Source: an optimization exercise on an open RTL-to-GDS flow (aim: small area, a short achievable clock period and few clock cycles per item). Production flows keep margins and buffers that such runs may drop.
At most, simulation tests tie the RTL to the original design; equivalence was not proved.
Power is estimated from default activity; no workload was simulated.

## the baseline
## mul_share_arbiter
module mul_share_arbiter #(
    parameter int DATAWIDTH = 64,
    parameter int LATENCY   = 3
) (
    input  logic                   Clk,
    input  logic                   Rst,
    input  logic [3:0]             Req,
    input  logic [4*DATAWIDTH-1:0] A,
    input  logic [4*DATAWIDTH-1:0] B,
    output logic [3:0]             Grant,
    output logic [3:0]             Done,
    output logic [DATAWIDTH-1:0]   Prod,
    output logic                   Busy
);
Size in the first run: about 730 flip-flops, ~61000 sq um of cells after synthesis.
clock: 8.5 ns
lec_check: 0
abc_area: 1
cap_margin: 20
core_margin: 2
core_utilization: 40
setup_slack_margin: 5
slew_margin: 20
synth_hierarchical: 1
run.sh (not shown) runs the stock make flow with config.mk's settings and CLKGATE_MAP_FILE= SYNTH_SCRIPT=/design/flow/synth_recipe.tcl, a recipe that flattens the netlist after the stock synthesis.
Changes in the candidate relative to the baseline:
diff --git a/flow/design.v b/flow/design.v
--- a/flow/design.v
+++ b/flow/design.v
@@ -7,36 +7,41 @@
     input  logic [3:0]             Req,
     input  logic [4*DATAWIDTH-1:0] A,
     input  logic [4*DATAWIDTH-1:0] B,
     output logic [3:0]             Grant,
     output logic [3:0]             Done,
     output logic [DATAWIDTH-1:0]   Prod,
     output logic                   Busy
 );
   logic [3:0] slot_r;
-  logic [3:0] grant_r, tag1_r, tag2_r, done_r;
+  logic [3:0] grant_r, done_r;
+  logic [3:0] tag_r [1:2];
   logic       busy_r;
   wire  [3:0] acc = Req & slot_r;
+  logic       tags_any;
+  always_comb begin
+    tags_any = |grant_r;
+    for (int k = 1; k <= 2; k++) tags_any = tags_any | (|tag_r[k]);
+  end
   always_ff @(posedge Clk or negedge Rst) begin
     if (!Rst) begin
       slot_r  <= 4'b0001;
       grant_r <= '0;
-      tag1_r  <= '0;
-      tag2_r  <= '0;
+      for (int k = 1; k <= 2; k++) tag_r[k] <= '0;
       done_r  <= '0;
       busy_r  <= 1'b0;
     end else begin
       slot_r  <= {slot_r[2:0], slot_r[3]};
       grant_r <= acc;
-      tag1_r  <= grant_r;
-      tag2_r  <= tag1_r;
-      done_r  <= tag2_r;
-      busy_r  <= (|acc) | (|grant_r) | (|tag1_r) | (|tag2_r);
+      tag_r[1] <= grant_r;
+      for (int k = 2; k <= 2; k++) tag_r[k] <= tag_r[k-1];
+      done_r  <= tag_r[2];
+      busy_r  <= (|acc) | tags_any;
     end
   end
   assign Grant = grant_r;
   assign Done  = done_r;
   assign Busy  = busy_r;
   wire [63:0] a_sel = ({64{slot_r[0]}} & A[63:0])    | ({64{slot_r[1]}} & A[127:64]) |
                       ({64{slot_r[2]}} & A[191:128]) | ({64{slot_r[3]}} & A[255:192]);
   wire [63:0] b_sel = ({64{slot_r[0]}} & B[63:0])    | ({64{slot_r[1]}} & B[127:64]) |
                       ({64{slot_r[2]}} & B[191:128]) | ({64{slot_r[3]}} & B[255:192]);
Findings:
The baseline went all the way through synthesis, placement and routing and the layout is clean on timing, DRC and antenna.
The candidate: all stages complete, timing, DRC and antenna checks passed
Master of the slowest instance on the critical path = sky130_fd_sc_hd__fa_1: the candidate; master of the slowest instance on the critical path = sky130_fd_sc_hd__buf_4: the baseline
Sequential standard cell area of the candidate is on par with the baseline.
The lower detailed-route wire length per cell came out of the baseline.
Compared with the baseline, the candidate shows a lower synthesized area per cell.
From the baseline to the candidate the numbers moved as follows: power share of the clock group fell by 0.2 points; part of the power in combinational logic stayed essentially flat; power stayed essentially flat.
Compared the candidate vs the baseline, and wire length of the first global-routing pass is up in the candidate.
Going from the baseline to the candidate, relative area of non-clock buffer cells in the final design comparable, met2 routing resource usage after global routing now larger.
Largest fanout of any net on the critical path in the candidate vs the baseline: down 19
Between the candidate and the baseline, the sequential share of layout area figures differ only marginally.
Delta (the candidate minus the baseline): final setup slack of the worst path decreased by 0.025 ns relative to the old numbers, core utilization closely matched the old numbers, net switching share of the total power increased by 0.58 points relative to the old numbers.
Testbench counts of the candidate, summed over its fixed seeds: cycles 1,568, items 1,536.
No functional check of the RTL was part of the baseline.

--- another note on this design; it stands on its own ---

Setup of job 470:
## mul_share_arbiter
module mul_share_arbiter #(
    parameter int DATAWIDTH = 64,
    parameter int LATENCY   = 3
) (
    input  logic                   Clk,
    input  logic                   Rst,
    input  logic [3:0]             Req,
    input  logic [4*DATAWIDTH-1:0] A,
    input  logic [4*DATAWIDTH-1:0] B,
    output logic [3:0]             Grant,
    output logic [3:0]             Done,
    output logic [DATAWIDTH-1:0]   Prod,
    output logic                   Busy
);
Settings: LEC_CHECK=0, ABC_AREA=1, CAP_MARGIN=20, CORE_MARGIN=2, CORE_UTILIZATION=40, SETUP_SLACK_MARGIN=5, SLEW_MARGIN=20, SYNTH_HIERARCHICAL=1; clock period 8.5 ns.
run.sh (not shown) runs the stock make flow with config.mk's settings and CLKGATE_MAP_FILE= SYNTH_SCRIPT=/design/flow/synth_recipe.tcl, a recipe that flattens the netlist after the stock synthesis.
Job 470 went all the way through synthesis, placement and routing and the layout is clean on timing, DRC and antenna.
Testbench counts of job 470, summed over its fixed seeds: cycles 1,568, items 1,536.
Input-level comparison between job 9778 and job 470:
Settings: changing CAP_MARGIN from 20 to 60; setting CTS_BUF_LIST to sky130_fd_sc_hd__clkbuf_8 for the first time; changing SLEW_MARGIN from 20 to 60.
==> flow/flow/run.sh (new file) <==
#!/bin/bash
set -euo pipefail
cd "$(dirname "$0")/.."
bash standard.sh "BUFFER_PORTS_ARGS=-buffer_cell sky130_fd_sc_hd__buf_1" \
    SETUP_SLACK_MARGIN=5.6 finish > standard.log 2>&1
==> flow/standard.sh (new file) <==
#!/bin/bash
# synth_recipe.tcl (not shown) runs the flow's synth.tcl, then flattens the netlist and writes it again
# the make line also repeats each setting of config.mk as NAME=value (left out here)
make -C /OpenROAD-flow-scripts/flow DESIGN_CONFIG=/design/flow/config.mk WORK_HOME=/design/flow/orfs CLKGATE_MAP_FILE= SYNTH_SCRIPT=/design/flow/synth_recipe.tcl "${@:-finish}"
removed: flow/run.sh
==> notes.md <==
- Job 470 reports its critical path's slowest cell as sky130_fd_sc_hd__clkinv_1 while job 9778 reports sky130_fd_sc_hd__dfrtp_2.
- NOTE: layout overhead on the synthesized area in job 9778 exceeds that of job 470
- Going from job 470 to job 9778, the total power was found to have gone down by about 6%.
- Of job 9778 and job 470, the lower number of clock-tree buffers in the layout belongs to job 470.
- Of the two values seen for startpoint of the most critical setup path, grant_r[3] was produced by job 9778 and opa_r[45] by job 470.
- There was hardly any difference in die height between job 470 and job 9778.
- Where setup slack is concerned, job 470 is outperformed by job 9778.
- STATUS achievable frequency: job 9778 wins against job 470
- NOTE via count of the first global-routing pass job 470->job 9778 increased slightly
- On job 9778: final area is 0.0016 mm2 higher than what job 470 gave.
For job 7461, these inputs were changed with respect to job 9778:
Settings: CTS_BUF_LIST removed (was sky130_fd_sc_hd__clkbuf_8).
### Flow results
A endpoint of the most critical setup path of Grant[3] is what job 9778 shows, while q2_63_3 belongs to job 7461.
Delta (job 7461 minus job 9778): critical path depth went up 13, share of cells above drive strength 1 fell by 0.80 points, fmax now larger.
Initial antenna violation count (job 7461 over job 9778): decrease, about 10%
Between job 7461 and job 9778, the minimum clock period after layout is higher for job 9778.
Compared with job 9778, in job 7461 area overhead of the layout relative to synthesis was more or less identical, post-layout instance area level.

[afterwards: timing with drivers on the ports]
No port has a modelled driver above. Below, the same layouts with a new extraction and two added sets of constraints. Step 1, drivers: a clkbuf_16 drives Clk and a buf_2 each remaining input, both assumed. Step 2 also shifts input and output timing later by t, the mid clock arrival at the registers, as if the neighbouring blocks saw the same clock. Three values: ideal, step 1, step 2; two values: the first two.
run | t (ns) | slack for setup (ns) | worst setup path after step 2
the baseline | 0.788 | 4.961 / 4.961 / 4.766 | input to register
the candidate | 0.798 | 4.936 / 4.936 / 4.272 | input to register
job 470 | 0.776 | 4.931 / 4.931 / 4.680 | input to register
job 9778 | 0.950 | 5.305 / 5.244 / 5.260 | input to register
job 7461 | 0.785 | 5.457 / 5.410 / 5.357 | input to register
After both steps every run listed still meets setup and hold. The setup slack of the candidate, which loses most, moves by 0.000 ns with the drivers and by -0.664 ns with both steps.
